This design comes from an exercise in tuning for small area and a short achievable clock period on the open sky130 flow, not from production work. At most, simulation tests tie the RTL to the original design; equivalence was not proved. Function not checked in run 2: the RTL went through the layout flow alone. No activity file was given, so power comes from the tool's default toggle rates.

[flow/design.v]
package yapp_rx_pkg;
    localparam int DEF_DATA_W     = 8;
    localparam int DEF_ADDR_W     = 2;
    localparam int DEF_NUM_CH     = 3;
    localparam int DEF_FIFO_DEPTH = 64;
    localparam int MAX_LEN        = 2**(DEF_DATA_W - DEF_ADDR_W) - 1;
    localparam int PTR_W          = $clog2(DEF_FIFO_DEPTH) + 1;
    localparam logic [1:0] ST_IDLE    = 2'd0;
    localparam logic [1:0] ST_PAYLOAD = 2'd1;
    localparam logic [1:0] ST_PARITY  = 2'd2;
    localparam logic [1:0] ST_DISCARD = 2'd3;
    function automatic logic [31:0] hdr_addr(input logic [31:0] hdr, input int unsigned aw);
        hdr_addr = hdr & ((32'd1 << aw) - 32'd1);
    endfunction
    function automatic logic [31:0] hdr_len(input logic [31:0] hdr, input int unsigned aw);
        hdr_len = hdr >> aw;
    endfunction
endpackage
module yapp_commit_fifo #(
    parameter int DATA_W = 8,
    parameter int DEPTH  = 64,
    parameter int LO     = 8             
) (
    input  logic                      clock,
    input  logic                      reset,
    input  logic                      wr_en,
    input  logic [LO-1:0]             wr_lo,
    input  logic [DEPTH/LO-1:0]       wr_hi,
    input  logic [DATA_W-1:0]         wr_data,
    input  logic                      push,
    input  logic                      commit,
    input  logic                      rewind,
    input  logic [$clog2(DEPTH)-1:0]  commit_addr,
    input  logic                      rd_en,
    output logic [DATA_W-1:0]         rd_data,
    output logic                      vld,
    output logic                      full_nxt,
    output logic [$clog2(DEPTH)-1:0]  cm_addr
);
    localparam int AW = $clog2(DEPTH);
    localparam int CW = AW + 1;
    localparam int HI = DEPTH / LO;
    localparam int HALF = DATA_W / 2;
    logic [DATA_W-1:0] mem [DEPTH];
    logic [LO-1:0]     rd_lo_a, rd_lo_b;
    logic [HI-1:0]     rd_hi;
    logic [AW-1:0]     cm;           
    logic [CW-1:0]     cu;           
    logic [CW-1:0]     occ;          
    logic [DATA_W-1:0] dout;
    logic              fire, vld_d, hold, ra_inc;
    logic              occ_full, occ_one_less, cu_full, cu_gt1;
    logic [CW-1:0]     occ_inc, occ_dec, cu_dec, occ_d, cu_d;
    logic [DATA_W-1:0] mem_q;
    logic [HI-1:0][DATA_W-1:0] row_q;
    assign fire         = rd_en && vld;
    assign hold         = vld && !rd_en;
    assign cu_gt1       = cu > CW'(1);
    assign occ_full     = occ == CW'(DEPTH);
    assign occ_one_less = occ == CW'(DEPTH - 1);
    assign cu_full      = cu == CW'(DEPTH);
    assign occ_inc      = occ + CW'(1);
    assign occ_dec      = occ - CW'(1);
    assign cu_dec       = cu - CW'(1);
    assign vld_d  = commit || cu_gt1 || hold;
    assign ra_inc = vld_d && (fire || !vld);
    always_comb begin
        if (rewind)           occ_d = fire ? cu_dec : cu;
        else if (push && !fire) occ_d = occ_inc;
        else if (!push && fire) occ_d = occ_dec;
        else                  occ_d = occ;
        if (commit)           cu_d = fire ? occ_dec : occ;
        else                  cu_d = fire ? cu_dec : cu;
    end
    assign full_nxt = rewind ? (cu_full && !fire)
                             : ((occ_full && (push == fire)) || (occ_one_less && push && !fire));
    always_comb begin
        for (int h = 0; h < HI; h++) begin
            row_q[h] = '0;
            for (int l = 0; l < LO; l++) begin
                for (int b = 0; b < DATA_W; b++) begin
                    if (b < HALF) row_q[h][b] = row_q[h][b] | (rd_lo_a[l] & mem[h*LO+l][b]);
                    else          row_q[h][b] = row_q[h][b] | (rd_lo_b[l] & mem[h*LO+l][b]);
                end
            end
        end
        mem_q = '0;
        for (int h = 0; h < HI; h++)
            mem_q = mem_q | ({DATA_W{rd_hi[h]}} & row_q[h]);
    end
    assign rd_data = dout;
    assign cm_addr = cm;
    always_ff @(posedge clock or negedge reset) begin
        if (!reset) begin
            rd_lo_a <= LO'(1);
            rd_lo_b <= LO'(1);
            rd_hi   <= HI'(1);
            cm      <= '0;
            cu      <= '0;
            occ     <= '0;
            vld     <= 1'b0;
            dout    <= '0;
        end else begin
            if (ra_inc) begin
                rd_lo_a <= {rd_lo_a[LO-2:0], rd_lo_a[LO-1]};
                rd_lo_b <= {rd_lo_b[LO-2:0], rd_lo_b[LO-1]};
            end
            if (ra_inc && rd_lo_a[LO-1]) rd_hi <= {rd_hi[HI-2:0], rd_hi[HI-1]};
            if (commit) cm <= commit_addr;
            cu   <= cu_d;
            occ  <= occ_d;
            vld  <= vld_d;
            if (!hold) dout <= vld_d ? mem_q : '0;
        end
    end
    for (genvar w = 0; w < DEPTH; w++) begin : g_word
        logic [DATA_W-1:0] q;
        always_ff @(posedge clock) begin
            if (wr_en && wr_hi[w / LO] && wr_lo[w % LO]) q <= wr_data;
        end
        assign mem[w] = q;
    end
endmodule
module yapp_rx_router #(
    parameter int DATA_W     = yapp_rx_pkg::DEF_DATA_W,
    parameter int NUM_CH     = yapp_rx_pkg::DEF_NUM_CH,
    parameter int ADDR_W     = yapp_rx_pkg::DEF_ADDR_W,
    parameter int FIFO_DEPTH = yapp_rx_pkg::DEF_FIFO_DEPTH
) (
    input  logic                       clock,
    input  logic                       reset,
    input  logic [DATA_W-1:0]          in_data,
    input  logic                       in_data_vld,
    output logic                       in_suspend,
    output logic                       error,
    output logic [NUM_CH*DATA_W-1:0]   ch_data,
    output logic [NUM_CH-1:0]          ch_vld,
    input  logic [NUM_CH-1:0]          ch_rd,
    output logic [15:0]                drop_cnt
);
    localparam int LEN_W = DATA_W - ADDR_W;
    localparam int AW    = $clog2(FIFO_DEPTH);
    localparam int LO    = 8;
    localparam int LW    = $clog2(LO);
    localparam int HI    = FIFO_DEPTH / LO;
    logic              s_idle, s_pay, s_par, s_dis;
    logic              s_idle_d, s_pay_d, s_par_d, s_dis_d;
    logic [DATA_W-1:0] acc, acc_d;
    logic [LEN_W-1:0]  rem, rem_d;
    logic [NUM_CH-1:0] tgt, tgt_d;           
    logic [ADDR_W-1:0] h_addr;
    logic [LEN_W-1:0]  h_len;
    logic              hdr_bad, hdr_ok, match, drop, sus_d;
    logic              rem_one, rem_zero;
    logic [DATA_W-1:0] wr_data_q;
    logic [AW-1:0]     wr_addr_q, wr_addr_d, hdr_addr_sel;
    logic [NUM_CH-1:0] push, commit, rewind;
    logic [NUM_CH-1:0] wr_ch_q;
    logic [LO-1:0]     wr_lo_q, wr_lo_d, inc_lo;
    logic [HI-1:0]     wr_hi_q, wr_hi_d, inc_hi;
    logic [NUM_CH-1:0][LO-1:0] cm_lo;
    logic [NUM_CH-1:0][HI-1:0] cm_hi;
    logic [NUM_CH-1:0][DATA_W-1:0] rd_data;
    logic [NUM_CH-1:0][AW-1:0]     cm_addr;
    logic [NUM_CH-1:0]             full_nxt;
    logic [NUM_CH-1:0]             h_sel;
    logic [AW-1:0]                 wr_addr_inc;
    assign h_addr   = in_data[ADDR_W-1:0];
    assign h_len    = in_data[DATA_W-1:ADDR_W];
    assign hdr_bad  = (h_addr >= ADDR_W'(NUM_CH)) || (h_len == '0);
    assign hdr_ok   = !hdr_bad;
    assign match    = in_data == acc;
    assign rem_one  = rem == LEN_W'(1);
    assign rem_zero = rem == '0;
    assign ch_data  = rd_data;
    assign wr_addr_inc = wr_addr_q + AW'(1);
    for (genvar c = 0; c < NUM_CH; c++) begin : g_sel
        assign h_sel[c] = h_addr == ADDR_W'(c);
    end
    always_comb begin
        hdr_addr_sel = '0;
        for (int c = 0; c < NUM_CH; c++)
            if (h_sel[c]) hdr_addr_sel = cm_addr[c];
    end
    always_comb begin
        s_idle_d  = s_idle;
        s_pay_d   = s_pay;
        s_par_d   = s_par;
        s_dis_d   = s_dis;
        acc_d     = acc;
        rem_d     = rem;
        tgt_d     = tgt;
        wr_addr_d = wr_addr_q;
        push      = '0;
        commit    = '0;
        rewind    = '0;
        drop      = 1'b0;
        if (in_data_vld) begin
            if (s_idle) begin
                rem_d = h_len;
                if (hdr_bad) begin
                    drop     = 1'b1;
                    s_idle_d = 1'b0;
                    s_dis_d  = 1'b1;
                end else begin
                    push      = h_sel;
                    acc_d     = in_data;
                    tgt_d     = h_sel;
                    wr_addr_d = hdr_addr_sel;
                    s_idle_d  = 1'b0;
                    s_pay_d   = 1'b1;
                end
            end
            if (s_pay) begin
                push      = tgt;
                acc_d     = acc ^ in_data;
                rem_d     = rem - LEN_W'(1);
                wr_addr_d = wr_addr_inc;
                if (rem_one) begin
                    s_pay_d = 1'b0;
                    s_par_d = 1'b1;
                end
            end
            if (s_par) begin
                if (match) commit = tgt;
                else begin
                    rewind = tgt;
                    drop   = 1'b1;
                end
                s_par_d  = 1'b0;
                s_idle_d = 1'b1;
            end
            if (s_dis) begin
                rem_d = rem - LEN_W'(1);
                if (rem_zero) begin
                    s_dis_d  = 1'b0;
                    s_idle_d = 1'b1;
                end
            end
        end
    end
    always_comb begin
        for (int c = 0; c < NUM_CH; c++)
            for (int i = 0; i < LO; i++) begin
                cm_lo[c][i] = cm_addr[c][LW-1:0] == LW'(i);
                cm_hi[c][i] = cm_addr[c][AW-1:LW] == (AW-LW)'(i);
            end
        for (int i = 0; i < LO; i++) begin
            inc_lo[i] = wr_addr_inc[LW-1:0] == LW'(i);
            inc_hi[i] = wr_addr_inc[AW-1:LW] == (AW-LW)'(i);
        end
        wr_lo_d = '0;
        wr_hi_d = '0;
        if (s_idle) begin
            for (int c = 0; c < NUM_CH; c++)
                if (h_sel[c]) begin
                    wr_lo_d = cm_lo[c];
                    wr_hi_d = cm_hi[c];
                end
        end else begin
            wr_lo_d = inc_lo;
            wr_hi_d = inc_hi;
        end
    end
    assign sus_d = (s_pay_d && |(full_nxt & tgt_d)) || (s_idle_d && |full_nxt);
    always_ff @(posedge clock or negedge reset) begin
        if (!reset) begin
            s_idle     <= 1'b1;
            s_pay      <= 1'b0;
            s_par      <= 1'b0;
            s_dis      <= 1'b0;
            wr_ch_q    <= '0;
            in_suspend <= 1'b0;
            error      <= 1'b0;
            drop_cnt   <= '0;
        end else begin
            s_idle     <= s_idle_d;
            s_pay      <= s_pay_d;
            s_par      <= s_par_d;
            s_dis      <= s_dis_d;
            wr_ch_q    <= push;
            in_suspend <= sus_d;
            error      <= drop;
            if (drop && drop_cnt != 16'hFFFF) drop_cnt <= drop_cnt + 16'd1;
        end
    end
    always_ff @(posedge clock) begin
        acc       <= acc_d;
        rem       <= rem_d;
        tgt       <= tgt_d;
        wr_addr_q <= wr_addr_d;
        wr_data_q <= in_data;
        wr_lo_q   <= wr_lo_d;
        wr_hi_q   <= wr_hi_d;
    end
    for (genvar c = 0; c < NUM_CH; c++) begin : g_ch
        yapp_commit_fifo #(.DATA_W(DATA_W), .DEPTH(FIFO_DEPTH), .LO(LO)) u_fifo (
            .clock       (clock),
            .reset       (reset),
            .wr_en       (wr_ch_q[c]),
            .wr_lo       (wr_lo_q),
            .wr_hi       (wr_hi_q),
            .wr_data     (wr_data_q),
            .push        (push[c]),
            .commit      (commit[c]),
            .rewind      (rewind[c]),
            .commit_addr (wr_addr_inc),
            .rd_en       (ch_rd[c]),
            .rd_data     (rd_data[c]),
            .vld         (ch_vld[c]),
            .full_nxt    (full_nxt[c]),
            .cm_addr     (cm_addr[c])
        );
    end
endmodule
[flow/run.sh]
#!/bin/bash
# synth_recipe.tcl (not shown) runs the flow's synth.tcl, then flattens the netlist and writes it again
# the make line also repeats each setting of config.mk as NAME=value (left out here)
make -C /OpenROAD-flow-scripts/flow DESIGN_CONFIG=/design/flow/config.mk WORK_HOME=/design/flow/orfs CLKGATE_MAP_FILE= SYNTH_SCRIPT=/design/flow/synth_recipe.tcl finish
[flow/config.mk]
export PLATFORM = sky130hd
export DESIGN_NAME = yapp_rx_router
export DESIGN_NICKNAME = yapp_rx_router
export VERILOG_FILES = /design/flow/design.v
export SDC_FILE = /design/flow/constraint.sdc
export NUM_CORES = 4
export LEC_CHECK = 0
export ABC_CLOCK_PERIOD_IN_PS = 2400
export CAP_MARGIN = 20
export CORE_MARGIN = 2
export CORE_UTILIZATION = 45
export CTS_CLUSTER_DIAMETER = 60
export CTS_CLUSTER_SIZE = 24
export PLACE_DENSITY = 0.62
export SETUP_SLACK_MARGIN = 3.1
export SLEW_MARGIN = 20
[flow/constraint.sdc]
create_clock -name core_clock -period 5.5 [get_ports {clock}]
set_input_delay 1.1000 -clock core_clock [delete_from_list [all_inputs] [get_ports {clock}]]
set_output_delay 1.1000 -clock core_clock [all_outputs]
set_load 0.01 [all_outputs]
==> results of run 1 <==
==> per-stage QoR <==
stage	hold WS, ns	utilization [%]	instances	worst slack, ns
floorplan	0.461	-	4182	2.41
CTS	0.319	50.1	6214	2.96
global placement	0.491	46.9	5934	0.966
global route	0.361	50.4	6239	2.86
finish	0.326	50.4	6241	2.92
detailed placement	0.493	46.9	5934	0.928
==> metal layers <==
metal	vias up	routed length (um)	part of all wire [%]	global-route usage (%)
met4	0	4610	2.5	6.70
li1	16900	-	-	-
met3	257	14200	7.8	3.06
met1	20400	75900	42	33.3
met2	1810	87500	48	38.1
met5	-	0	0	0
==> logic make-up after synthesis <==
| group | count (synthesis) | share of synthesized area (%) |
|---|---|---|
| buf+inv | 358 | 2.08 |
| simple gates | 801 | 6.59 |
| flops | 1767 | 77.0 |
| mux | 80 | 1.37 |
| xor+xnor | 94 | 1.22 |
| fa+ha+maj | 27 | 0.501 |
| compound gates | 1055 | 11.3 |
==> where the power goes <==
group,total [W],internal (W),switching (W)
Sequential,0.0163,0.0151,0.00119
Combinational,0.00319,0.00113,0.00205
Clock,0.00933,0.00440,0.00492
Total,0.0288,0.0206,0.00817
==> timing repair <==
item,in CTS,in global routing
endpoints found under the hold margin,0,0
setup buffers,61,23
gates resized for setup,333,61
pin swaps,20,30
gates cloned,4,2
endpoints found under the setup margin,241,165
==> registers in the layout, summed over array words and instances, names as in the netlist, 6 cells and up <==
name / cells
wr_data_q: 8
g_ch.u_fifo.rd_hi: 24
g_ch.u_fifo.dout: 24
g_ch.u_fifo.g_word.q: 1536
rem: 6
wr_addr_q: 6
g_ch.u_fifo.rd_lo_b: 24
g_ch.u_fifo.cm: 18
g_ch.u_fifo.rd_lo_a: 24
wr_lo_q: 8
wr_hi_q: 8
g_ch.u_fifo.occ: 21
drop_cnt: 16
g_ch.u_fifo.cu: 21
acc: 8
==> final cells by class <==
cell class / count / area [um^2]
fill: 12200 / 74000
sequential: 1767 / 52000
clock inverter: 93 / 1110
multi-input combinational: 2061 / 14800
tap: 1944 / 2430
antenna: 2 / 5.00
timing repair buffer: 218 / 1890
clock buffer: 122 / 2900
inverter: 34 / 138
==> worst max-delay path: cells and delay by family <==
kind            cells  cell delay [ns]
compound gates      4             0.50
xor+xnor            1             0.13
fa+ha+maj           1             0.11
buf+inv             2             0.15
simple gates        5             1.21
==> worst paths after layout <==
check | to | cells past startpoint
worst max-delay path | g_ch[0].u_fifo.occ[5] | 13
worst min-delay path | g_ch[1].u_fifo.rd_lo_a[7] | 1
worst max register to register | g_ch[2].u_fifo.rd_lo_a[5] | 9
worst min register to register | g_ch[0].u_fifo.cm[5] | 2
max in group asynchronous | drop_cnt[2] | 2
min in group core_clock | wr_data_q[5] | 1
==> layout by cell type (no fill, tap or decap), types with 10 or more instances in the layout <==
cell type	count
a22oi_1	857
inv_8	14
clkbuf_16	116
nand3_1	22
mux2_4	57
dfrtp_2	33
inv_6	15
dfxtp_1	11
clkinvlp_4	12
mux2_2	15
clkinv_4	10
buf_4	137
nand2b_1	20
edfxtp_1	1556
o21ai_1	22
a21oi_1	57
clkinv_8	13
nand4_1	231
buf_2	24
nand2_1	130
nor2_1	89
nor4_1	15
o21ai_0	50
xor2_1	38
nor3_1	32
and3_1	197
xnor2_1	48
ha_1	23
dfrtp_1	140
inv_1	29
o31ai_1	10
buf_6	42
==> flow_summary.toml, run 1 <==
[status]
status = "timing/DRC/antenna clean"

[final_layout]
syn2layout_area_growth_pct = 11.7
drive_gt1_share_pct = 14.8
nNetsFinal = 4238
fin_area_um2 = 75300

[worst_setup_path]
timing.rr.start = "acc[6]"
regToRegSetupSlack_ns = 3.05
critPathKind = "input port to register"
worstPathMaxFanout = 4
slowest_delay_ns = 0.39
cp-startpoint = "in_data[3]"
cp.arrival_ns = 3.23
cp.required_ns = 6.14
end_kind = "register"
worstPathCellList = "buf_12, nor4_4, a211oi_4, a22o_1, and2_4, inv_4, ha_4, nor2b_4, nand2_2, or3_1, o21ai_2, xnor2_1, o21ai_1"
cpMaxStageDelayCell = "nor4_4"
startpoint_type = "input port"

[cts]
cts.reportedPaths.clkPinSlew_ns = 0.09
clockBufferDepth = 3
holdBufCountCts = 0
clk_latency_ns = 0.77
cts_tree = "yes"
clock-root-buffer = "clkbuf_16"
cts.sinks = 1767
cts_made_buffers = 115
htree_levels = 3

[logic_synthesis]
yosysMostFrequentCell = "edfxtp_1"
ys_seq_elements = 1767
synth_top_cell_by_area = "edfxtp_1"
syn-num-nets = 4223
ys_types = 63
syn_area_per_cell_um2 = 16.1
synth_top_area_share_pct = 69.3
synth_area_um2 = 67400
synth_edf_count = 1556
synth_ff_type = "edfxtp_1"
synth_warnings = 3
synth_area_leaders = "edfxtp_1 69%, a22oi_1 9.6%, dfrtp_1 6.5%"
async_flop_share_pct = 10.4
synth_commonest_cells = "1,556 x edfxtp_1, 866 x a22oi_1, 306 x clkbuf_1"
seq_area_frac_synth_pct = 77.0
synth_cells = 4182

[sta]
post-route-min-period_ns = 2.58
rsz0062_at_grt = "yes"
worstMarginPinSlew_ns = 1.26
setup_viol = 0
hold_viol = 0
max_freq_ghz = 0.387
fin_skew_ns = 0.0262
relSlewSlack_pct = 15.7
min_period_over_period_pct = 47.0
report.final.slew_viol_count = 0
tns_ns = 0

[routing]
routed_wirelength_um = 182000
post_drt_wl_per_cell_um = 29.2
ant_nets = 0
via_per_inst = 6.30
drc = 0
dr.pass1.iters = 6
drtIter0Drc = 5216
vias = 39300

[placement]
place_congestion = 0.862
port_buffers = 58
dp_hpwl_um = 105000
placed_cell_area_um2 = 70100

[power_and_ir_drop]
power.total_w = 0.0288
ir_drop_mv = 0.333
power_leakage_nw = 24.7
p_per_area_nw_per_um2 = 382

[grt]
grt_pass1_wl_um = 263000
grtUsageTotal_pct = 23.5
grt_max_degree = 105
antenna_found_initial = 10
grt_pass1_vias = 37700
grt.overflow.total = 0

[floorplanning]
die_area_um2 = 153000
die_y_um = 391
fp-row-count = 142
pin_count = 59
coreArea_um2 = 149000
die_w_um = 391
initial_core_util_pct = 45.2

[flow_run]
cap_violations = 0

[worst_hold_path]
min_path_type = "input port to asynchronous set/reset pin"
==> run 2: changes to the inputs <==
--- a/flow/design.v
+++ b/flow/design.v
@@ -33,2 +33,3 @@
     input  logic [$clog2(DEPTH)-1:0]  commit_addr,
+    input  logic [DATA_W-1:0]         hdr,
     input  logic                      rd_en,
@@ -42,15 +43,21 @@
     localparam int HI = DEPTH / LO;
-    localparam int HALF = DATA_W / 2;
     logic [DATA_W-1:0] mem [DEPTH];
-    logic [LO-1:0]     rd_lo_a, rd_lo_b;
+    logic [LO-1:0]     rd_lo;
     logic [HI-1:0]     rd_hi;
     logic [AW-1:0]     cm;           
-    logic [CW-1:0]     cu;           
-    logic [CW-1:0]     occ;          
+    logic [CW-1:0]     cu_q;         
+    logic [CW-1:0]     occ_q;        
+    logic              push_q, fire_q, commit_q, rewind_q;
+    logic [CW-1:0]     cu, occ;      
     logic [DATA_W-1:0] dout;
-    logic              fire, vld_d, hold, ra_inc;
+    logic              fire, vld_d, hold;
     logic              occ_full, occ_one_less, cu_full, cu_gt1;
-    logic [CW-1:0]     occ_inc, occ_dec, cu_dec, occ_d, cu_d;
     logic [DATA_W-1:0] mem_q;
     logic [HI-1:0][DATA_W-1:0] row_q;
+    always_comb begin
+        if (rewind_q) occ = cu_q - CW'(fire_q);
+        else          occ = occ_q + CW'(push_q) - CW'(fire_q);
+        if (commit_q) cu  = occ_q - CW'(fire_q);
+        else          cu  = cu_q - CW'(fire_q);
+    end
     assign fire         = rd_en && vld;
@@ -61,15 +68,3 @@
     assign cu_full      = cu == CW'(DEPTH);
-    assign occ_inc      = occ + CW'(1);
-    assign occ_dec      = occ - CW'(1);
-    assign cu_dec       = cu - CW'(1);
-    assign vld_d  = commit || cu_gt1 || hold;
-    assign ra_inc = vld_d && (fire || !vld);
-    always_comb begin
-        if (rewind)           occ_d = fire ? cu_dec : cu;
-        else if (push && !fire) occ_d = occ_inc;
-        else if (!push && fire) occ_d = occ_dec;
-        else                  occ_d = occ;
-        if (commit)           cu_d = fire ? occ_dec : occ;
-        else                  cu_d = fire ? cu_dec : cu;
-    end
+    assign vld_d        = commit || cu_gt1 || hold;
     assign full_nxt = rewind ? (cu_full && !fire)
@@ -79,8 +74,4 @@
             row_q[h] = '0;
-            for (int l = 0; l < LO; l++) begin
-                for (int b = 0; b < DATA_W; b++) begin
-                    if (b < HALF) row_q[h][b] = row_q[h][b] | (rd_lo_a[l] & mem[h*LO+l][b]);
-                    else          row_q[h][b] = row_q[h][b] | (rd_lo_b[l] & mem[h*LO+l][b]);
-                end
-            end
+            for (int l = 0; l < LO; l++)
+                row_q[h] = row_q[h] | ({DATA_W{rd_lo[l]}} & mem[h*LO+l]);
         end
@@ -94,21 +85,28 @@
         if (!reset) begin
-            rd_lo_a <= LO'(1);
-            rd_lo_b <= LO'(1);
-            rd_hi   <= HI'(1);
-            cm      <= '0;
-            cu      <= '0;
-            occ     <= '0;
-            vld     <= 1'b0;
-            dout    <= '0;
+            rd_lo    <= LO'(2);
+            rd_hi    <= HI'(1);
+            cm       <= '0;
+            cu_q     <= '0;
+            occ_q    <= '0;
+            push_q   <= 1'b0;
+            fire_q   <= 1'b0;
+            commit_q <= 1'b0;
+            rewind_q <= 1'b0;
+            vld      <= 1'b0;
+            dout     <= '0;
         end else begin
-            if (ra_inc) begin
-                rd_lo_a <= {rd_lo_a[LO-2:0], rd_lo_a[LO-1]};
-                rd_lo_b <= {rd_lo_b[LO-2:0], rd_lo_b[LO-1]};
-            end
-            if (ra_inc && rd_lo_a[LO-1]) rd_hi <= {rd_hi[HI-2:0], rd_hi[HI-1]};
+            if (fire) rd_lo <= {rd_lo[LO-2:0], rd_lo[LO-1]};
+            if (fire && rd_lo[LO-1]) rd_hi <= {rd_hi[HI-2:0], rd_hi[HI-1]};
             if (commit) cm <= commit_addr;
-            cu   <= cu_d;
-            occ  <= occ_d;
-            vld  <= vld_d;
-            if (!hold) dout <= vld_d ? mem_q : '0;
+            cu_q     <= cu;
+            occ_q    <= occ;
+            push_q   <= push;
+            fire_q   <= fire;
+            commit_q <= commit;
+            rewind_q <= rewind;
+            vld      <= vld_d;
+            if (!hold) begin
+                if (vld) dout <= vld_d ? mem_q : '0;
+                else     dout <= commit ? hdr : '0;
+            end
         end
@@ -145,3 +143,3 @@
     localparam int HI    = FIFO_DEPTH / LO;
-    logic              s_idle, s_pay, s_par, s_dis;
+    logic              s_idle, s_idle_n, s_pay, s_par, s_dis;
     logic              s_idle_d, s_pay_d, s_par_d, s_dis_d;
@@ -154,3 +152,3 @@
     logic              rem_one, rem_zero;
-    logic [DATA_W-1:0] wr_data_q;
+    logic [DATA_W-1:0] wr_data_q, hdr_q, hdr_d;
     logic [AW-1:0]     wr_addr_q, wr_addr_d, hdr_addr_sel;
@@ -175,2 +173,3 @@
     assign ch_data  = rd_data;
+    assign s_idle   = !s_idle_n;
     assign wr_addr_inc = wr_addr_q + AW'(1);
@@ -190,2 +189,3 @@
         acc_d     = acc;
+        hdr_d     = hdr_q;
         rem_d     = rem;
@@ -207,2 +207,3 @@
                     acc_d     = in_data;
+                    hdr_d     = in_data;
                     tgt_d     = h_sel;
@@ -267,3 +268,3 @@
         if (!reset) begin
-            s_idle     <= 1'b1;
+            s_idle_n   <= 1'b0;
             s_pay      <= 1'b0;
@@ -276,3 +277,3 @@
         end else begin
-            s_idle     <= s_idle_d;
+            s_idle_n   <= !s_idle_d;
             s_pay      <= s_pay_d;
@@ -288,2 +289,3 @@
         acc       <= acc_d;
+        hdr_q     <= hdr_d;
         rem       <= rem_d;
@@ -307,2 +309,3 @@
             .commit_addr (wr_addr_inc),
+            .hdr         (hdr_q),
             .rd_en       (ch_rd[c]),
==> run 2 against run 1 <==
Net effect:
- core utilization rose by 0.98 points
- setup slack got worse by 0.43 ns
- area after synthesis hardly changed
- sequential share of layout area shrank 1.5 points
- combinational power rose by 24%
- critical endpoint is now in_suspend
- maximum frequency fell by 14%
- routed wire length is 2.5% higher
- non-clock buffer count increased by 22
- via count increased by 1.6%
==> flow_summary.toml, run 2 <==
[placement]
place_congestion = 0.850
dp_hpwl_um = 103000
port_buffers = 58
dp_worst_setup_slack_ns = 1.14

[logic_synthesis]
synth_top_family_by_area = "compound AO/OA/AOI/OAI gates"
syn_area_per_cell_um2 = 16.3
synth-compound-area-share_pct = 11.5
synth_xor_area_share_pct = 1.09
synth_top_cell_by_area = "edfxtp_1"
synth_area_um2 = 67400
ys_types = 78
yosysMostFrequentCell = "edfxtp_1"
synth_top_area_share_pct = 69.6
seq_area_frac_synth_pct = 76.7
synth_mux_area_share_pct = 1.22
ys_seq_elements = 1760
synth_area_leaders = "edfxtp_1 70%, a22oi_1 9.7%, dfrtp_1 6.0%"
yosys.area_share.adder_pct = 1.05
async_flop_share_pct = 9.60
synth_simple_gate_area_share_pct = 6.29
synth_edf_count = 1564
syn-num-nets = 4196
synth_ff_type = "edfxtp_1"
synth_cells = 4127
synth_commonest_cells = "1,564 x edfxtp_1, 872 x a22oi_1, 217 x clkbuf_1"
synth_warnings = 3

[sta]
relSlewSlack_pct = 27.9
rsz0062_at_grt = "yes"
min_period_over_period_pct = 54.8
fin_skew_ns = 0.0327
worstMarginPinSlew_ns = 1.08
post-route-min-period_ns = 3.01
setup_viol = 0
postLayoutSetupSlackWorst_ns = 2.49
hold_viol = 0
tns_ns = 0
report.final.slew_viol_count = 0
max_freq_ghz = 0.332

[worst_setup_path]
rr_worst_depth = 13
cp.required_ns = 6.19
worstSetupEndpoint = "in_suspend"
end_kind = "register"
timing.rr.start = "g_ch[1].u_fifo.fire_q"
cp.arrival_ns = 3.70
startpoint_type = "register"
reg2reg_to = "in_suspend"
regToRegSetupSlack_ns = 2.49
cp-startpoint = "g_ch[1].u_fifo.fire_q"
critPathKind = "register to register"
worstPathMaxFanout = 2

[final_layout]
syn2layout_area_growth_pct = 13.8
layout_common_cells = "1,564 x edfxtp_1, 799 x a22oi_1, 206 x nand4_1"
postLayoutCoreUtil_pct = 51.4
fill_cells = 12100
regMostFlops = "g_ch.u_fifo.g_word.q"
largest_reg_flops = 1536
nNetsFinal = 4279
final_common_cell = "edfxtp_1"
drive_gt1_share_pct = 17.2

[grt]
grt.overflow.total = 0
grtUsageTotal_pct = 23.9
antenna_found_initial = 8
grt_max_degree = 193
grt_pass1_wl_um = 268000
grt_pass1_vias = 38200

[power_and_ir_drop]
p_per_area_nw_per_um2 = 381
power_leakage_nw = 25.3
ir_drop_mv = 0.355

[floorplanning]
coreArea_um2 = 149000
pin_count = 59
die_y_um = 391
initial_core_util_pct = 45.2
die_w_um = 391
die_area_um2 = 153000
fp-row-count = 142

[flow_run]
cap_violations = 0

[cts]
htree_levels = 3
clock-root-buffer = "clkbuf_16"
cts_made_buffers = 119
clockBufferDepth = 3
clk_latency_ns = 0.77
cts.sinks = 1760
cts.reportedPaths.clkPinSlew_ns = 0.09
cts_tree = "yes"

[worst_hold_path]
min_path_type = "input port to asynchronous set/reset pin"

[routing]
drc = 0
ant_nets = 0
via_per_inst = 6.39
routed_wirelength_um = 187000
vias = 40000
post_drt_wl_per_cell_um = 29.8
dr.pass1.iters = 6
drtIter0Drc = 4824

[status]
status = "timing/DRC/antenna clean"
==> run 2: layout make-up <==
type                       count  area [um^2]  share of cell area, %
sequential                  1760        51900                   67.6
antenna                        3         7.51                0.00978
tap                         1944         2430                   3.17
timing repair buffer         240         2670                   3.48
inverter                      89          338                  0.440
clock inverter               100         1240                   1.62
multi-input combinational   2000        15200                   19.8
clock buffer                 121         3000                   3.90
==> run 2: power breakdown <==
part	switching (W)	internal (W)	leakage (nW)
logic	0.00254	0.00140	6.80
registers	0.000580	0.0150	16.4
clock network	0.00514	0.00455	2.05
==> run 2: worst min path at each step <==
stage / startpoint / slack (ns) / to
global placement: drop_cnt[12] / 0.49 / drop_cnt[12]
floorplan: s_par / 0.47 / s_par
detailed placement: drop_cnt[12] / 0.50 / drop_cnt[12]
CTS: reset / 0.21 / g_ch[0].u_fifo.rd_lo[4]
finish: reset / 0.24 / g_ch[0].u_fifo.rd_lo[4]
global route: reset / 0.25 / g_ch[0].u_fifo.rd_lo[4]
==> run 2: per-layer routing <==
metal	routed length, um	track usage, %	share of wire, %
met1	76200	34.4	41
met4	5040	7.03	2.7
met3	16800	3.55	9.0
met2	88700	37.9	47
met5	39	0	0.021
==> run 2: metrics by stage <==
| stage | instances | area, um^2 | hold slack [ns] | total power, W |
|---|---|---|---|---|
| detailed placement | 5917 | 70200 | 0.495 | 0.0194 |
| global route | 6254 | 76700 | 0.252 | 0.0302 |
| global placement | 5916 | 70200 | 0.490 | 0.0193 |
| CTS | 6223 | 76100 | 0.212 | 0.0291 |
| floorplan | 4127 | 67600 | 0.473 | 0.0179 |
| finish | 6257 | 76700 | 0.243 | 0.0292 |
==> run 2: logic make-up after synthesis <==
logic type	count (synthesis)
AOI/OAI and AO/OA	1049
DFF	1760
and+or+nand+nor	737
xor gates and xnor gates	84
muxes	75
adders and majority gates	55
buffers and inverters	367
==> run 2: timing repair <==
action	CTS	global route
endpoints found under the setup margin	162	116
gates cloned	13	2
buffers inserted	72	29
hold buffers	0	0
resized for setup	393	92
pin swaps	65	54
==> run 2: worst max-delay path, stage by stage (launching register included) <==
cell and delay [ns]:
dfrtp_1 0.42, ha_4 0.23, inv_2 0.06, ha_4 0.13, inv_2 0.04, fa_2 0.38, xnor2_2 0.15, mux2_4 0.27
and4b_1 0.26, nand4_1 0.14, a2111oi_4 0.41, o31ai_4 0.12, o221ai_1 0.20, a22o_1 0.14
==> run 3: changes to the inputs <==
--- a/flow/design.v
+++ b/flow/design.v
@@ -44,3 +44,3 @@
     logic [DATA_W-1:0] mem [DEPTH];
-    logic [LO-1:0]     rd_lo;
+    logic [LO-1:0]     rd_lo_a, rd_lo_b;    
     logic [HI-1:0]     rd_hi;
@@ -62,8 +62,29 @@
     end
-    assign fire         = rd_en && vld;
-    assign hold         = vld && !rd_en;
-    assign cu_gt1       = cu > CW'(1);
-    assign occ_full     = occ == CW'(DEPTH);
-    assign occ_one_less = occ == CW'(DEPTH - 1);
-    assign cu_full      = cu == CW'(DEPTH);
+    assign fire = rd_en && vld;
+    assign hold = vld && !rd_en;
+    always_comb begin
+        if (rewind_q)
+            occ_full = fire_q ? (cu_q == CW'(DEPTH + 1)) : (cu_q == CW'(DEPTH));
+        else if (push_q == fire_q)
+            occ_full = occ_q == CW'(DEPTH);
+        else if (push_q)
+            occ_full = occ_q == CW'(DEPTH - 1);
+        else
+            occ_full = occ_q == CW'(DEPTH + 1);
+        if (rewind_q)
+            occ_one_less = fire_q ? (cu_q == CW'(DEPTH)) : (cu_q == CW'(DEPTH - 1));
+        else if (push_q == fire_q)
+            occ_one_less = occ_q == CW'(DEPTH - 1);
+        else if (push_q)
+            occ_one_less = occ_q == CW'(DEPTH - 2);
+        else
+            occ_one_less = occ_q == CW'(DEPTH);
+        if (commit_q) begin
+            cu_full = fire_q ? (occ_q == CW'(DEPTH + 1)) : (occ_q == CW'(DEPTH));
+            cu_gt1  = fire_q ? (occ_q > CW'(2)) : (occ_q > CW'(1));
+        end else begin
+            cu_full = fire_q ? (cu_q == CW'(DEPTH + 1)) : (cu_q == CW'(DEPTH));
+            cu_gt1  = fire_q ? (cu_q > CW'(2)) : (cu_q > CW'(1));
+        end
+    end
     assign vld_d        = commit || cu_gt1 || hold;
@@ -75,3 +96,4 @@
             for (int l = 0; l < LO; l++)
-                row_q[h] = row_q[h] | ({DATA_W{rd_lo[l]}} & mem[h*LO+l]);
+                row_q[h] = row_q[h] | ({{(DATA_W-DATA_W/2){rd_lo_b[l]}}, {(DATA_W/2){rd_lo_a[l]}}}
+                                       & mem[h*LO+l]);
         end
@@ -85,3 +107,4 @@
         if (!reset) begin
-            rd_lo    <= LO'(2);
+            rd_lo_a  <= LO'(2);
+            rd_lo_b  <= LO'(2);
             rd_hi    <= HI'(1);
@@ -97,4 +120,7 @@
         end else begin
-            if (fire) rd_lo <= {rd_lo[LO-2:0], rd_lo[LO-1]};
-            if (fire && rd_lo[LO-1]) rd_hi <= {rd_hi[HI-2:0], rd_hi[HI-1]};
+            if (fire) begin
+                rd_lo_a <= {rd_lo_a[LO-2:0], rd_lo_a[LO-1]};
+                rd_lo_b <= {rd_lo_b[LO-2:0], rd_lo_b[LO-1]};
+            end
+            if (fire && rd_lo_a[LO-1]) rd_hi <= {rd_hi[HI-2:0], rd_hi[HI-1]};
             if (commit) cm <= commit_addr;
==> run 3 against run 2 <==
Net effect:
- via count rose by 2.6%
- highest routed layer unchanged
- design area barely moved
- routed wire length rose by 3.8%
- clock power rose by 2%
- non-clock buffer count fell by 39
- sequential power barely moved
==> flow_summary.toml, run 3 <==
[logic_synthesis]
synth_area_leaders = "edfxtp_1 68%, a22oi_1 9.4%, dfrtp_1 6.7%"
synth_warnings = 3
synth_ff_type = "edfxtp_1"
synth_commonest_cells = "1,564 x edfxtp_1, 865 x a22oi_1, 287 x clkbuf_1"
synth_top_area_share_pct = 68.3
yosysMostFrequentCell = "edfxtp_1"
synth_top_cell_by_area = "edfxtp_1"
synth_cells = 4352
ys_types = 71
synth_area_um2 = 68800
seq_area_frac_synth_pct = 76.1
synth_edf_count = 1564
syn-num-nets = 4437
ys_seq_elements = 1784
async_flop_share_pct = 10.8
syn_area_per_cell_um2 = 15.8

[routing]
via_per_inst = 6.31
ant_nets = 0
drtIter0Drc = 5102
vias = 41000
dr.pass1.iters = 6
drc = 0
post_drt_wl_per_cell_um = 29.9
routed_wirelength_um = 194000

[grt]
grt.overflow.total = 0
antenna_found_initial = 13
grtUsageTotal_pct = 24.4
grt_max_degree = 193
grt_pass1_wl_um = 280000
grt_pass1_vias = 39600

[worst_hold_path]
min_path_type = "input port to asynchronous set/reset pin"

[placement]
dp_hpwl_um = 114000
place_congestion = 0.871
dp_worst_setup_slack_ns = 1.69
port_buffers = 58

[worst_setup_path]
startpoint_type = "register"
worstPathMaxFanout = 2
regToRegSetupSlack_ns = 3.12
slowest_delay_ns = 0.48
reg2reg_to = "g_ch[0].u_fifo.dout[1]"
end_kind = "output port"
cpMaxStageDelayCell = "dfrtp_2"
cp.required_ns = 4.40
crit_buf_inv = 1
rr_worst_depth = 6
worstPathCellList = "buf_6"
crit_cells = 1
critPathTopFamily = "flip-flops"
critPathKind = "register to output port"
timing.rr.start = "g_ch[0].u_fifo.rd_lo_a[4]"
cp.arrival_ns = 1.43

[floorplanning]
die_y_um = 395
die_w_um = 395
coreArea_um2 = 152000
die_area_um2 = 156000
pin_count = 59
initial_core_util_pct = 45.3
fp-row-count = 143

[power_and_ir_drop]
p_per_area_nw_per_um2 = 374
power_leakage_nw = 25.3
power.total_w = 0.0287
ir_drop_mv = 0.280

[sta]
fin_skew_ns = 0.0712
relSlewSlack_pct = 22.2
setup_viol = 0
worstMarginPinSlew_ns = 1.17
tns_ns = 0
hold_viol = 0
report.final.slew_viol_count = 0
rsz0062_at_grt = "yes"
min_period_over_period_pct = 46.0
postLayoutSetupSlackWorst_ns = 2.97
max_freq_ghz = 0.396
post-route-min-period_ns = 2.53

[cts]
cts.reportedPaths.clkPinSlew_ns = 0.10
cts_tree = "yes"
htree_levels = 3
clk_latency_ns = 0.80
cts_made_buffers = 116
clockBufferDepth = 3
clock-root-buffer = "clkbuf_16"
holdBufCountCts = 0
cts.sinks = 1784

[status]
status = "timing/DRC/antenna clean"

[final_layout]
postLayoutCoreUtil_pct = 50.5
regMostFlops = "g_ch.u_fifo.g_word.q"
drive_gt1_share_pct = 13.9
final_common_cell = "edfxtp_1"
largest_reg_flops = 1536
syn2layout_area_growth_pct = 11.6
layout_common_cells = "1,564 x edfxtp_1, 856 x a22oi_1, 235 x nand2_1"
nNetsFinal = 4437

[flow_run]
cap_violations = 0
[run 3: timing repair]
item / in CTS / in global routing
endpoints found under the setup margin: 130 / 99
resized for setup: 336 / 104
hold endpoints to repair: 0 / 0
cloned: 0 / 0
pin swaps: 8 / 24
buffers inserted: 36 / 19
[run 3: final cells by class]
type	count	area (um^2)
Clock inverter	91	1240
Multi-Input combinational cell	2176	15400
Sequential cell	1784	52500
Timing Repair Buffer	201	1780
Tap cell	2030	2540
Inverter	73	277
Antenna cell	9	22.5
Fill cell	12400	75200
Clock buffer	127	3000
[run 3: worst max-delay path by stage]
stage | start | end | slack, ns
2_1_floorplan | in_data[2] | drop_cnt[9] | 2.87
3_3_place_gp | in_data[0] | g_ch[1].u_fifo.dout[1] | 1.71
3_5_place_dp | in_data[0] | g_ch[1].u_fifo.dout[0] | 1.69
4_1_cts | g_ch[2].u_fifo.dout[4] | ch_data[20] | 2.93
5_1_grt | g_ch[2].u_fifo.dout[3] | ch_data[19] | 2.96
6_report | g_ch[2].u_fifo.dout[3] | ch_data[19] | 2.97
[run 3: through the flow]
step	instance area (um^2)	instances	hold WS (ns)
finish	76700	6491	0.287
global route	76700	6487	0.311
CTS	76200	6463	0.256
detailed placement	71500	6209	0.464
global placement	71500	6209	0.459
floorplan	68800	4352	0.468
[run 3: power breakdown]
group          leakage [nW]  internal (W)  switching (W)
clock                  2.04       0.00478        0.00507
sequential             16.7        0.0151       0.000632
combinational          6.48       0.00110        0.00195
[run 3: cells by family after synthesis]
| kind of cell | Yosys count | synth area share [%] |
|---|---|---|
| AO/OA/AOI/OAI | 1082 | 11.5 |
| XOR/XNOR | 92 | 1.17 |
| adder cells (fa/ha/maj) | 71 | 1.32 |
| buffers and inverters | 392 | 2.17 |
| flip-flops | 1784 | 76.1 |
| multiplexers | 53 | 0.821 |
| AND/OR/NAND/NOR | 878 | 6.87 |
[run 3: metal layers]
layer	vias to the layer above	global-route usage, %	wire (um)
met5	-	0	70
met3	309	4.95	19700
li1	17500	-	-
met1	21000	34.8	79200
met2	2216	37.8	89400
met4	12	7.61	5560
==> run 4: changes to the inputs <==
==> flow/flow/run.sh (new file) <==
#!/bin/bash
# The standard layout, with clock tree synthesis told not to add dummy loads.
# Each tool's output goes to standard.log in this folder; ORFS keeps its
# per-step logs under orfs/logs.
set -euo pipefail
bash standard.sh finish \
  "CTS_ARGS=-sink_clustering_enable -repair_clock_nets -sink_clustering_size 24 -sink_clustering_max_diameter 60 -dont_use_dummy_load" \
  > standard.log 2>&1
==> flow/standard.sh (new file) <==
#!/bin/bash
# synth_recipe.tcl (not shown) runs the flow's synth.tcl, then flattens the netlist and writes it again
# the make line also repeats each setting of config.mk as NAME=value (left out here)
make -C /OpenROAD-flow-scripts/flow DESIGN_CONFIG=/design/flow/config.mk WORK_HOME=/design/flow/orfs CLKGATE_MAP_FILE= SYNTH_SCRIPT=/design/flow/synth_recipe.tcl "${@:-finish}"
removed: flow/run.sh
==> run 4 against run 3 <==
Net effect:
- non-clock buffer count up 2
- die area unchanged
- register-to-register slack about the same
- clock power down about 20%
- worst hold slack better by 0.030 ns
- largest power group unchanged
- sequential cell count unchanged
- routed wire length down 0.49%
- maximum frequency up 0.31%
==> flow_summary.toml, run 4 <==
[status]
status = "timing/DRC/antenna clean"

[logic_synthesis]
synth_area_um2 = 68800
ys_seq_elements = 1784
synth_edf_count = 1564
synth_ff_type = "edfxtp_1"
synth_cells = 4352
ys_types = 71
syn_area_per_cell_um2 = 15.8
synth_top_area_share_pct = 68.3
synth_area_leaders = "edfxtp_1 68%, a22oi_1 9.4%, dfrtp_1 6.7%"
seq_area_frac_synth_pct = 76.1
syn-num-nets = 4437
yosysMostFrequentCell = "edfxtp_1"
async_flop_share_pct = 10.8
synth_top_cell_by_area = "edfxtp_1"
synth_commonest_cells = "1,564 x edfxtp_1, 865 x a22oi_1, 287 x clkbuf_1"
synth_warnings = 3

[sta]
relSlewSlack_pct = 20.6
min_period_over_period_pct = 45.8
hold_viol = 0
worstMarginPinSlew_ns = 1.19
postLayoutSetupSlackWorst_ns = 2.98
max_freq_ghz = 0.397
post-route-min-period_ns = 2.52
report.final.slew_viol_count = 0
fin_skew_ns = 0.104
tns_ns = 0
setup_viol = 0
rsz0062_at_grt = "yes"

[final_layout]
drive_gt1_share_pct = 12.3
syn2layout_area_growth_pct = 9.65
finalNonFillerCells = 6388
regMostFlops = "g_ch.u_fifo.g_word.q"
largest_reg_flops = 1536
final_common_cell = "edfxtp_1"
layout_common_cells = "1,564 x edfxtp_1, 854 x a22oi_1, 233 x nand2_1"
nNetsFinal = 4439

[cts]
cts.reportedPaths.clkPinSlew_ns = 0.09
cts_made_buffers = 116
clockBufferDepth = 3
cts.sinks = 1784
htree_levels = 3
clock-root-buffer = "clkbuf_16"
clk_latency_ns = 0.79
cts_tree = "yes"
holdBufCountCts = 0

[power_and_ir_drop]
power_leakage_nw = 24.7
p_per_area_nw_per_um2 = 355
ir_drop_mv = 0.270

[grt]
grtUsageTotal_pct = 24.4
grt_max_degree = 193
grt.overflow.total = 0
antenna_found_initial = 14
grt_pass1_wl_um = 280000
grt_pass1_vias = 39500

[routing]
vias = 40800
drc = 0
drtIter0Drc = 5449
via_per_inst = 6.39
post_drt_wl_per_cell_um = 30.2
dr.pass1.iters = 6
ant_nets = 0
routed_wirelength_um = 193000

[floorplanning]
initial_core_util_pct = 45.3
die_y_um = 395
coreArea_um2 = 152000
die_w_um = 395
die_area_um2 = 156000
pin_count = 59
fp-row-count = 143

[placement]
place_congestion = 0.871
dp_worst_setup_slack_ns = 1.69
port_buffers = 58
dp_hpwl_um = 114000
placed_cells = 6209

[worst_setup_path]
worstPathCellList = "buf_6"
worstPathMaxFanout = 2
slowest_delay_ns = 0.47
end_kind = "output port"
critPathTopFamily = "flip-flops"
cpMaxStageDelayCell = "dfrtp_2"
cp.arrival_ns = 1.42
startpoint_type = "register"
crit_buf_inv = 1
cp.required_ns = 4.40
critPathKind = "register to output port"

[worst_hold_path]
min_path_type = "input port to asynchronous set/reset pin"

[flow_run]
cap_violations = 0
run 4: where the power goes:
group | internal [W] | total (W) | leakage [nW] | switching (W)
Clock | 0.00370 | 0.00791 | 1.43 | 0.00422
Combinational | 0.00111 | 0.00304 | 6.50 | 0.00193
Sequential | 0.0151 | 0.0158 | 16.7 | 0.000630
run 4: worst register-to-register path, stage by stage, from the launching register on:
cell and delay, ns:
dfstp_2 0.78, buf_4 0.45, a22oi_1 0.20, nand4_1 0.21, a22oi_2 0.17, and4_1 0.35, o21ai_1 0.16
run 4: worst paths after layout:
path / start / to / slack, ns / depth (start not counted)
hold reg to reg: g_ch[1].u_fifo.rd_lo_b[2] / g_ch[1].u_fifo.rd_lo_b[2] / 0.48 / 2
max in group asynchronous: reset / g_ch[2].u_fifo.occ_q[1] / 4.09 / 2
setup / recovery: g_ch[2].u_fifo.dout[3] / ch_data[19] / 2.98 / 1
min in group core_clock: g_ch[1].u_fifo.rd_lo_b[2] / g_ch[1].u_fifo.rd_lo_b[2] / 0.48 / 2
setup reg to reg: g_ch[0].u_fifo.rd_lo_a[1] / g_ch[0].u_fifo.dout[1] / 3.11 / 6
hold / removal: reset / g_ch[1].u_fifo.rd_lo_a[4] / 0.32 / 1
run 4: layout make-up:
cell class              count  area [um^2]
diodes                      6         15.0
fillers                 12500        76500
inverters                  73          277
flip-flops and latches   1784        52500
well taps                2030         2540
repair buffers            203         1780
multi-input cells        2176        15400
clock buffers             116         2900
run 4: logic make-up (layout without fill, tap and decap cells):
group / count (synthesis) / count (layout) / synth area share (%)
other: 0 / 6 / 0
DFF: 1784 / 1784 / 76.1
muxes: 53 / 53 / 0.821
adders and majority gates: 71 / 71 / 1.32
and+or+nand+nor: 878 / 878 / 6.87
xor gates and xnor gates: 92 / 92 / 1.17
buffers and inverters: 392 / 392 / 2.17
AOI/OAI and AO/OA: 1082 / 1082 / 11.5
run 4: metal layers:
layer  GRT usage, %  vias to the layer above  wire length (um)
met5              0                        -                61
met4           7.72                        8              5580
met3           4.70                      304             19000
met2           37.7                     2194             89300
met1           35.0                    21000             79000
li1               -                    17300                 -
run 4: what timing repair did:
item / CTS / global route
pin swaps: 12 / 29
resized for setup: 349 / 97
endpoints found under the setup margin: 144 / 96
setup buffers: 36 / 21
run 4: metrics by stage:
stage               total power [W]  util (%)  hold WS [ns]  cell area, um^2
floorplan                    0.0176         -         0.468            68800
global placement             0.0187      47.0         0.459            71500
detailed placement           0.0188      47.0         0.464            71500
CTS                          0.0266      49.3         0.285            74900
global route                 0.0276      49.6         0.341            75400
finish                       0.0267      49.6         0.317            75400
==> run 5: changes to the inputs <==
--- a/flow/config.mk
+++ b/flow/config.mk
@@ -10,6 +10,6 @@
 export CORE_MARGIN = 2
-export CORE_UTILIZATION = 45
+export CORE_UTILIZATION = 65
 export CTS_CLUSTER_DIAMETER = 60
 export CTS_CLUSTER_SIZE = 24
-export PLACE_DENSITY = 0.62
+export PLACE_DENSITY = 0.78
 export SETUP_SLACK_MARGIN = 3.1
==> run 5 against run 4 <==
Net effect:
- non-clock buffer count fell by 8
- critical path type unchanged
- highest routed layer unchanged
- count of clock-buffer cells in the layout fell by 15
- sequential share of layout area grew 1.3 points
- largest power group unchanged
- via count is 2.7% higher
- still clean on timing, DRC and antenna
- clock skew is 0.012 ns lower
- critical endpoint is now ch_data[16]
==> flow_summary.toml, run 5 <==
[status]
status = "timing/DRC/antenna clean"

[cts]
cts_tree = "yes"
clk_latency_ns = 0.74
holdBufCountCts = 0
clock-root-buffer = "clkbuf_16"
cts_made_buffers = 101
clockBufferDepth = 3
cts.sinks = 1784
cts.reportedPaths.clkPinSlew_ns = 0.09
htree_levels = 3

[logic_synthesis]
synth_edf_count = 1564
synth_area_um2 = 68800
synth_cells = 4352
ys_types = 71
seq_area_frac_synth_pct = 76.1
ys_seq_elements = 1784
syn_area_per_cell_um2 = 15.8
synth_warnings = 3
synth_commonest_cells = "1,564 x edfxtp_1, 865 x a22oi_1, 287 x clkbuf_1"
synth_ff_type = "edfxtp_1"
syn-num-nets = 4437
synth_top_area_share_pct = 68.3
async_flop_share_pct = 10.8
yosysMostFrequentCell = "edfxtp_1"
synth_top_cell_by_area = "edfxtp_1"
synth_area_leaders = "edfxtp_1 68%, a22oi_1 9.4%, dfrtp_1 6.7%"

[routing]
via_per_inst = 7.33
post_drt_wl_per_cell_um = 32.0
ant_nets = 0
drc = 0
routed_wirelength_um = 183000
dr.pass1.iters = 7
drtIter0Drc = 6546
vias = 42000

[floorplanning]
coreArea_um2 = 105000
initial_core_util_pct = 65.4
fp-row-count = 119
die_w_um = 329
die_area_um2 = 108000
pin_count = 59
die_y_um = 329

[sta]
post-route-min-period_ns = 2.49
fin_skew_ns = 0.0916
max_freq_ghz = 0.402
hold_viol = 0
rsz0062_at_grt = "yes"
min_period_over_period_pct = 45.3
worstMarginPinSlew_ns = 1.23
relSlewSlack_pct = 17.8
timing.hold.ws_ns = 0.481
tns_ns = 0
report.final.slew_viol_count = 0
setup_viol = 0

[grt]
grt_pass1_vias = 40400
antenna_found_initial = 4
grt_max_degree = 117
grt_pass1_wl_um = 268000
grtUsageTotal_pct = 34.0
grt.overflow.total = 0

[power_and_ir_drop]
p_per_area_nw_per_um2 = 352
ir_drop_mv = 0.376
power_leakage_nw = 24.5
power.total_w = 0.0260

[placement]
placed_cells = 5548
dp_hpwl_um = 105000
place_congestion = 0.915
port_buffers = 58

[final_layout]
layout_common_cells = "1,564 x edfxtp_1, 856 x a22oi_1, 233 x nand2_1"
final_common_cell = "edfxtp_1"
largest_reg_flops = 1536
fill_cells = 6631
syn2layout_area_growth_pct = 7.61
drive_gt1_share_pct = 11.3
nNetsFinal = 4416
finalNonFillerCells = 5727
postLayoutCoreUtil_pct = 70.4
regMostFlops = "g_ch.u_fifo.g_word.q"

[worst_setup_path]
rr_worst_depth = 7
critPathTopFamily = "flip-flops"
slowest_delay_ns = 0.52
end_kind = "output port"
cpMaxStageDelayCell = "dfrtp_2"
cp-startpoint = "g_ch[2].u_fifo.dout[0]"
critPathKind = "register to output port"
worstPathMaxFanout = 2
crit_buf_inv = 1
startpoint_type = "register"
cp.required_ns = 4.40
timing.rr.start = "g_ch[1].u_fifo.rd_lo_b[1]"
reg2reg_to = "g_ch[1].u_fifo.dout[6]"
regToRegSetupSlack_ns = 3.05
worstSetupEndpoint = "ch_data[16]"
crit_cells = 1
worstPathCellList = "buf_6"
cp.arrival_ns = 1.39

[flow_run]
cap_violations = 0

[worst_hold_path]
min_path_type = "input port to asynchronous set/reset pin"
-- run 5: cell counts after synthesis --
No cell type changed its count.
-- run 5: how the worst min path moves through the flow --
| stage | to | start | cells past startpoint |
|---|---|---|---|
| 2_1_floorplan | g_ch[2].u_fifo.rewind_q | tgt[2] | 2 |
| 3_3_place_gp | g_ch[1].u_fifo.rd_lo_a[7] | g_ch[1].u_fifo.rd_lo_a[7] | 2 |
| 3_5_place_dp | g_ch[1].u_fifo.rd_lo_a[7] | g_ch[1].u_fifo.rd_lo_a[7] | 2 |
| 4_1_cts | g_ch[1].u_fifo.rd_lo_a[7] | g_ch[1].u_fifo.rd_lo_a[7] | 2 |
| 5_1_grt | drop_cnt[12] | drop_cnt[12] | 1 |
| 6_report | g_ch[0].u_fifo.rd_lo_a[3] | reset | 1 |
-- run 5: power by group --
part	internal (W)	switching [W]	leakage (nW)	total, W
sequential	0.0151	0.000804	16.8	0.0159
combinational	0.00110	0.00176	6.44	0.00287
clock	0.00325	0.00398	1.24	0.00723
total	0.0195	0.00655	24.5	0.0260
-- run 5: area by class of cell --
| type | count | area, um^2 | share of cell area (%) |
|---|---|---|---|
| repair buffers | 195 | 1560 | 2.11 |
| well taps | 1391 | 1740 | 2.35 |
| flip-flops and latches | 1784 | 52500 | 70.9 |
| diodes | 7 | 17.5 | 0.0237 |
| clock buffers | 101 | 2530 | 3.42 |
| multi-input cells | 2176 | 15400 | 20.8 |
| inverters | 73 | 285 | 0.386 |
-- run 5: kinds of logic (layout without fill, tap and decap cells) --
family	count (synthesis)	count (layout)	share of synthesized area, %
muxes	53	53	0.821
and+or+nand+nor	878	878	6.87
other	0	7	0
AOI/OAI and AO/OA	1082	1082	11.5
DFF	1784	1784	76.1
adders and majority gates	71	71	1.32
xor gates and xnor gates	92	92	1.17
buffers and inverters	392	369	2.17
-- run 5: metrics by stage --
step                      cell area, um^2  setup WS [ns]
final                               74000           3.01
after global routing                74000           2.96
after CTS                           73500           2.99
after detailed placement            70500           1.45
after global placement              70500           1.52
after floorplan                     68800           2.87
-- run 5: what timing repair did --
item | 4_1_cts | 5_1_grt
gates resized for setup | 306 | 99
setup buffers | 48 | 23
endpoints found under the hold margin | 0 | 0
endpoints found under the setup margin | 179 | 74
pin swaps | 13 | 37
-- run 5: layer usage --
layer | share of wire, % | GRT usage, % | vias up
li1 | - | - | 17300
met1 | 36 | 47.8 | 20900
met2 | 46 | 51.7 | 3222
met3 | 13 | 7.70 | 526
met4 | 4.9 | 15.2 | 2
met5 | 0.0065 | 1.30 | -
==> run 6: changes to the inputs <==
--- a/flow/config.mk
+++ b/flow/config.mk
@@ -10,7 +10,7 @@
 export CORE_MARGIN = 2
-export CORE_UTILIZATION = 65
+export CORE_UTILIZATION = 55
 export CTS_CLUSTER_DIAMETER = 60
 export CTS_CLUSTER_SIZE = 24
-export PLACE_DENSITY = 0.78
-export SETUP_SLACK_MARGIN = 3.1
+export PLACE_DENSITY = 0.7
+export SETUP_SLACK_MARGIN = 2.9
 export SLEW_MARGIN = 20
==> run 6 against run 5 <==
Net effect:
- highest routed layer unchanged
- design area rose by 0.24%
- final cell count rose by 4.1%
- largest cell class unchanged
- non-clock buffer count fell by 22
- die area rose by 18%
- global-route usage fell by 5.3 points
- routed wire length rose by 1.2%
==> flow_summary.toml, run 6 <==
[floorplanning]
fp-row-count = 129
die_y_um = 358
pin_count = 59
initial_core_util_pct = 55.5
die_area_um2 = 128000
coreArea_um2 = 124000
die_w_um = 358

[routing]
drtIter0Drc = 5690
ant_nets = 0
vias = 41000
via_per_inst = 6.88
post_drt_wl_per_cell_um = 31.1
routed_wirelength_um = 186000
drc = 0
dr.pass1.iters = 6

[sta]
tns_ns = 0
worstMarginPinSlew_ns = 1.16
post-route-min-period_ns = 2.63
min_period_over_period_pct = 47.8
setup_viol = 0
report.final.slew_viol_count = 0
hold_viol = 0
rsz0062_at_grt = "yes"
relSlewSlack_pct = 22.6
fin_skew_ns = 0.103
max_freq_ghz = 0.380

[placement]
dp_hpwl_um = 109000
place_congestion = 0.904
port_buffers = 58

[worst_hold_path]
min_path_type = "input port to asynchronous set/reset pin"

[logic_synthesis]
synth_commonest_cells = "1,564 x edfxtp_1, 865 x a22oi_1, 287 x clkbuf_1"
synth_top_cell_by_area = "edfxtp_1"
synth_warnings = 3
ys_types = 71
synth_area_leaders = "edfxtp_1 68%, a22oi_1 9.4%, dfrtp_1 6.7%"
syn_area_per_cell_um2 = 15.8
async_flop_share_pct = 10.8
synth_ff_type = "edfxtp_1"
synth_top_area_share_pct = 68.3
synth_area_um2 = 68800
seq_area_frac_synth_pct = 76.1
synth_cells = 4352
synth_edf_count = 1564
syn-num-nets = 4437
ys_seq_elements = 1784
yosysMostFrequentCell = "edfxtp_1"

[cts]
cts_made_buffers = 113
clockBufferDepth = 3
clock-root-buffer = "clkbuf_16"
holdBufCountCts = 0
cts.sinks = 1784
cts_tree = "yes"
htree_levels = 3
cts.reportedPaths.clkPinSlew_ns = 0.09
clk_latency_ns = 0.76

[final_layout]
nNetsFinal = 4406
fill_cells = 9087
syn2layout_area_growth_pct = 7.87
regMostFlops = "g_ch.u_fifo.g_word.q"
layout_common_cells = "1,564 x edfxtp_1, 864 x a22oi_1, 235 x nand2_1"
drive_gt1_share_pct = 8.98
final_common_cell = "edfxtp_1"
largest_reg_flops = 1536
postLayoutCoreUtil_pct = 59.8

[status]
status = "timing/DRC/antenna clean"

[grt]
grt_pass1_wl_um = 268000
grt_max_degree = 114
antenna_found_initial = 10
grt.overflow.total = 0
grtUsageTotal_pct = 28.7
grt_pass1_vias = 39100

[worst_setup_path]
rr_worst_depth = 7
worstPathCellList = "buf_4, a22oi_1, nand4_1, a22o_1, a221oi_1, a31oi_1, a221o_1"
regToRegSetupSlack_ns = 2.87
critPathTopFamily = "compound AO/OA/AOI/OAI gates"
timing.rr.start = "g_ch[1].u_fifo.rd_lo_a[6]"
slowest_delay_ns = 0.61
cpMaxStageDelayCell = "dfrtp_2"
end_kind = "register"
worstPathMaxFanout = 18
cp.arrival_ns = 3.23
critPathKind = "register to register"
cp.required_ns = 6.10
reg2reg_to = "g_ch[1].u_fifo.dout[0]"
startpoint_type = "register"
crit_buf_inv = 1

[power_and_ir_drop]
power_leakage_nw = 24.5
ir_drop_mv = 0.359
p_per_area_nw_per_um2 = 354

[flow_run]
cap_violations = 0
## run 6: repair_timing
action,in CTS,in global routing
endpoints found under the setup margin,128,32
resized for setup,149,46
setup buffers,12,24
pin swaps,2,7
## run 6: layout make-up
cell class / instances / area [um^2] / area share, %
tap: 1637 / 2050 / 2.76
clock buffer: 113 / 2830 / 3.81
antenna: 7 / 17.5 / 0.0236
inverter: 73 / 277 / 0.373
sequential: 1784 / 52500 / 70.7
multi-input combinational: 2176 / 15100 / 20.3
timing repair buffer: 173 / 1450 / 1.96
## run 6: cells by family (layout without fill, tap and decap cells)
kind of cell | count (synthesis) | count (layout) | synth area share, %
flip-flops | 1784 | 1784 | 76.1
XOR/XNOR | 92 | 92 | 1.17
AO/OA/AOI/OAI | 1082 | 1082 | 11.5
other | 0 | 7 | 0
AND/OR/NAND/NOR | 878 | 878 | 6.87
buffers and inverters | 392 | 359 | 2.17
multiplexers | 53 | 53 | 0.821
adder cells (fa/ha/maj) | 71 | 71 | 1.32
## run 6: how the worst max path moves through the flow
stage,depth (start not counted),end,slack (ns),from
2_1_floorplan,8,drop_cnt[9],2.87,in_data[2]
3_3_place_gp,7,g_ch[1].u_fifo.dout[7],1.51,in_data[0]
3_5_place_dp,7,g_ch[1].u_fifo.dout[6],1.42,in_data[0]
4_1_cts,9,in_suspend,2.90,in_data[1]
5_1_grt,9,in_suspend,2.83,in_data[2]
6_report,7,g_ch[1].u_fifo.dout[0],2.87,g_ch[1].u_fifo.rd_lo_a[6]
## run 6: metrics by stage
step	power [W]	setup WS [ns]	instance area (um^2)	cells	hold WS [ns]
5_1_grt	0.0271	2.83	74200	5957	0.409
4_1_cts	0.0262	2.90	73800	5930	0.372
6_report	0.0263	2.87	74200	5963	0.369
3_3_place_gp	0.0186	1.51	70800	5804	0.459
3_5_place_dp	0.0187	1.42	70800	5805	0.481
2_1_floorplan	0.0176	2.87	68800	4352	0.463
## run 6: per-layer routing
layer  up-vias  GRT usage, %  routed length (um)  part of all wire (%)
met5         -             0                  33                 0.018
met4         6          9.90                6600                   3.6
met3       372          5.66               20800                    11
met2      2548          44.8               86400                    47
met1     20800          40.9               71700                    39
li1      17200             -                   -                     -
## run 6: power by group
part | switching [W] | internal, W
sequential | 0.000638 | 0.0151
clock | 0.00408 | 0.00361
combinational | 0.00181 | 0.000994
total | 0.00653 | 0.0197
## run 6: worst reg2reg max path: stages (launching register included)
cell      delay (ns)
dfrtp_2         0.61
buf_4           0.32
a22oi_1         0.27
nand4_1         0.25
a22o_1          0.29
a221oi_1        0.33
a31oi_1         0.17
a221o_1         0.27
==> run 7: changes to the inputs <==
--- a/flow/config.mk
+++ b/flow/config.mk
@@ -14,3 +14,3 @@
 export PLACE_DENSITY = 0.7
-export SETUP_SLACK_MARGIN = 2.9
+export SETUP_SLACK_MARGIN = 3.3
 export SLEW_MARGIN = 20
==> run 7 against run 6 <==
Net effect:
- die area did not move
- final cell count grew 1.8%
- core utilization is 1.6 points higher
- maximum frequency rose by 3.9%
- register-to-register slack improved by 0.27 ns
- via count is 2.2% higher
- largest power group unchanged
==> flow_summary.toml, run 7 <==
[status]
status = "timing/DRC/antenna clean"

[logic_synthesis]
ys_types = 71
synth_commonest_cells = "1,564 x edfxtp_1, 865 x a22oi_1, 287 x clkbuf_1"
synth_top_area_share_pct = 68.3
synth_ff_type = "edfxtp_1"
seq_area_frac_synth_pct = 76.1
synth_edf_count = 1564
yosysMostFrequentCell = "edfxtp_1"
ys_seq_elements = 1784
synth_area_um2 = 68800
synth_cells = 4352
syn_area_per_cell_um2 = 15.8
async_flop_share_pct = 10.8
synth_top_cell_by_area = "edfxtp_1"
synth_warnings = 3

[sta]
relSlewSlack_pct = 17.2
tns_ns = 0
report.final.slew_viol_count = 0
timing.hold.ws_ns = 0.281
fin_skew_ns = 0.0847
postLayoutSetupSlackWorst_ns = 2.97
post-route-min-period_ns = 2.53

[cts]
clk_latency_ns = 0.75
htree_levels = 3
holdBufCountCts = 0
cts_made_buffers = 112

[grt]
grt.overflow.total = 0
grt_pass1_vias = 40100
grt_pass1_wl_um = 275000

[worst_setup_path]
startpoint_type = "register"
worstSetupEndpoint = "ch_vld[2]"
timing.rr.start = "g_ch[2].u_fifo.cu_q[3]"
crit_cells = 1
worstPathCellList = "buf_6"
worstPathMaxFanout = 2
cp-startpoint = "g_ch[2].u_fifo.vld"
reg2reg_to = "in_suspend"
cp.arrival_ns = 1.43
rr_worst_depth = 7
cp.required_ns = 4.40
crit_buf_inv = 1
critPathTopFamily = "flip-flops"

[final_layout]
layout_common_cells = "1,564 x edfxtp_1, 823 x a22oi_1, 227 x nand2_1"
syn2layout_area_growth_pct = 10.7
drive_gt1_share_pct = 15.2
largest_reg_flops = 1536
final_common_cell = "edfxtp_1"
nNetsFinal = 4510
fill_cells = 8922
regMostFlops = "g_ch.u_fifo.g_word.q"

[routing]
drc = 0
drtIter0Drc = 6154
ant_nets = 0
routed_wirelength_um = 192000

[power_and_ir_drop]
p_per_area_nw_per_um2 = 353
p_sw_w = 0.00681
p_int_w = 0.0201
power_leakage_nw = 25.2
clkPwrFrac_pct = 28.6
switching_share_pct = 25.3
ir_drop_mv = 0.302
power.total_w = 0.0269
p_seq_share_pct = 58.8

[floorplanning]
pin_count = 59
coreArea_um2 = 124000
die_w_um = 358
initial_core_util_pct = 55.5
die_area_um2 = 128000

[worst_hold_path]
min_path_type = "input port to asynchronous set/reset pin"

[flow_run]
cap_violations = 0

[placement]
place_congestion = 0.886
-- run 7: area by class of cell --
class	instances	area [um^2]	share of cell area, %
Sequential cell	1784	52500	69.0
Multi-Input combinational cell	2177	15900	20.8
Clock buffer	112	2800	3.68
Timing Repair Buffer	276	2590	3.41
Tap cell	1637	2050	2.69
Inverter	73	285	0.375
Antenna cell	13	32.5	0.0427
Timing Repair inverter	1	5.00	0.00657
-- run 7: cells by family after synthesis --
kind of cell               after synthesis  synth area share (%)
DFF                                   1784                  76.1
AOI/OAI and AO/OA                     1082                  11.5
and+or+nand+nor                        878                  6.87
buffers and inverters                  392                  2.17
xor gates and xnor gates                92                  1.17
adders and majority gates               71                  1.32
muxes                                   53                 0.821
-- run 7: worst min-delay path by stage --
stage	start	slack [ns]	end
global route	reset	0.35	g_ch[0].u_fifo.rd_hi[2]
CTS	reset	0.33	g_ch[0].u_fifo.rd_hi[2]
floorplan	tgt[2]	0.47	g_ch[2].u_fifo.rewind_q
detailed placement	g_ch[0].u_fifo.rd_lo_b[4]	0.47	g_ch[0].u_fifo.rd_lo_b[5]
finish	reset	0.28	g_ch[0].u_fifo.rd_hi[2]
global placement	g_ch[0].u_fifo.rd_lo_b[4]	0.45	g_ch[0].u_fifo.rd_lo_b[5]
-- run 7: routing by layer --
layer	up-vias	routed length, um	track usage, %
met1	21200	71900	41.7
met5	-	23	0
li1	17500	-	-
met2	2815	89800	45.8
met3	392	23100	6.10
met4	4	7080	11.5
-- run 7: through the flow --
stage	area [um^2]	util, %	std cells
2_1_floorplan	68900	-	4352
3_3_place_gp	70900	57.2	5802
3_5_place_dp	70900	57.2	5802
4_1_cts	75200	60.6	6014
5_1_grt	76100	61.4	6063
6_report	76100	61.4	6073
-- run 7: what timing repair did --
item                       CTS  global route
setup endpoints to repair  224           184
resized for setup          481           133
pin swaps                   67            97
setup buffers               98            43
gates cloned                 2             3
-- run 7: power groups by stage --
stage               Sequential, W  Combinational, W  Clock [W]
floorplan                  0.0158           0.00185          0
global placement           0.0161           0.00255          0
detailed placement         0.0161           0.00261          0
CTS                        0.0158           0.00309    0.00768
global route               0.0158           0.00369    0.00815
finish                     0.0158           0.00339    0.00768

Re-timed with assumed drivers on the ports (clkbuf_16 on the clock, buf_2 on other inputs), run 7 has 2.893 ns of setup slack against 2.969 ns with ideal ports, and 2.451 ns once port delays also move by the mid clock arrival of 0.783 ns.
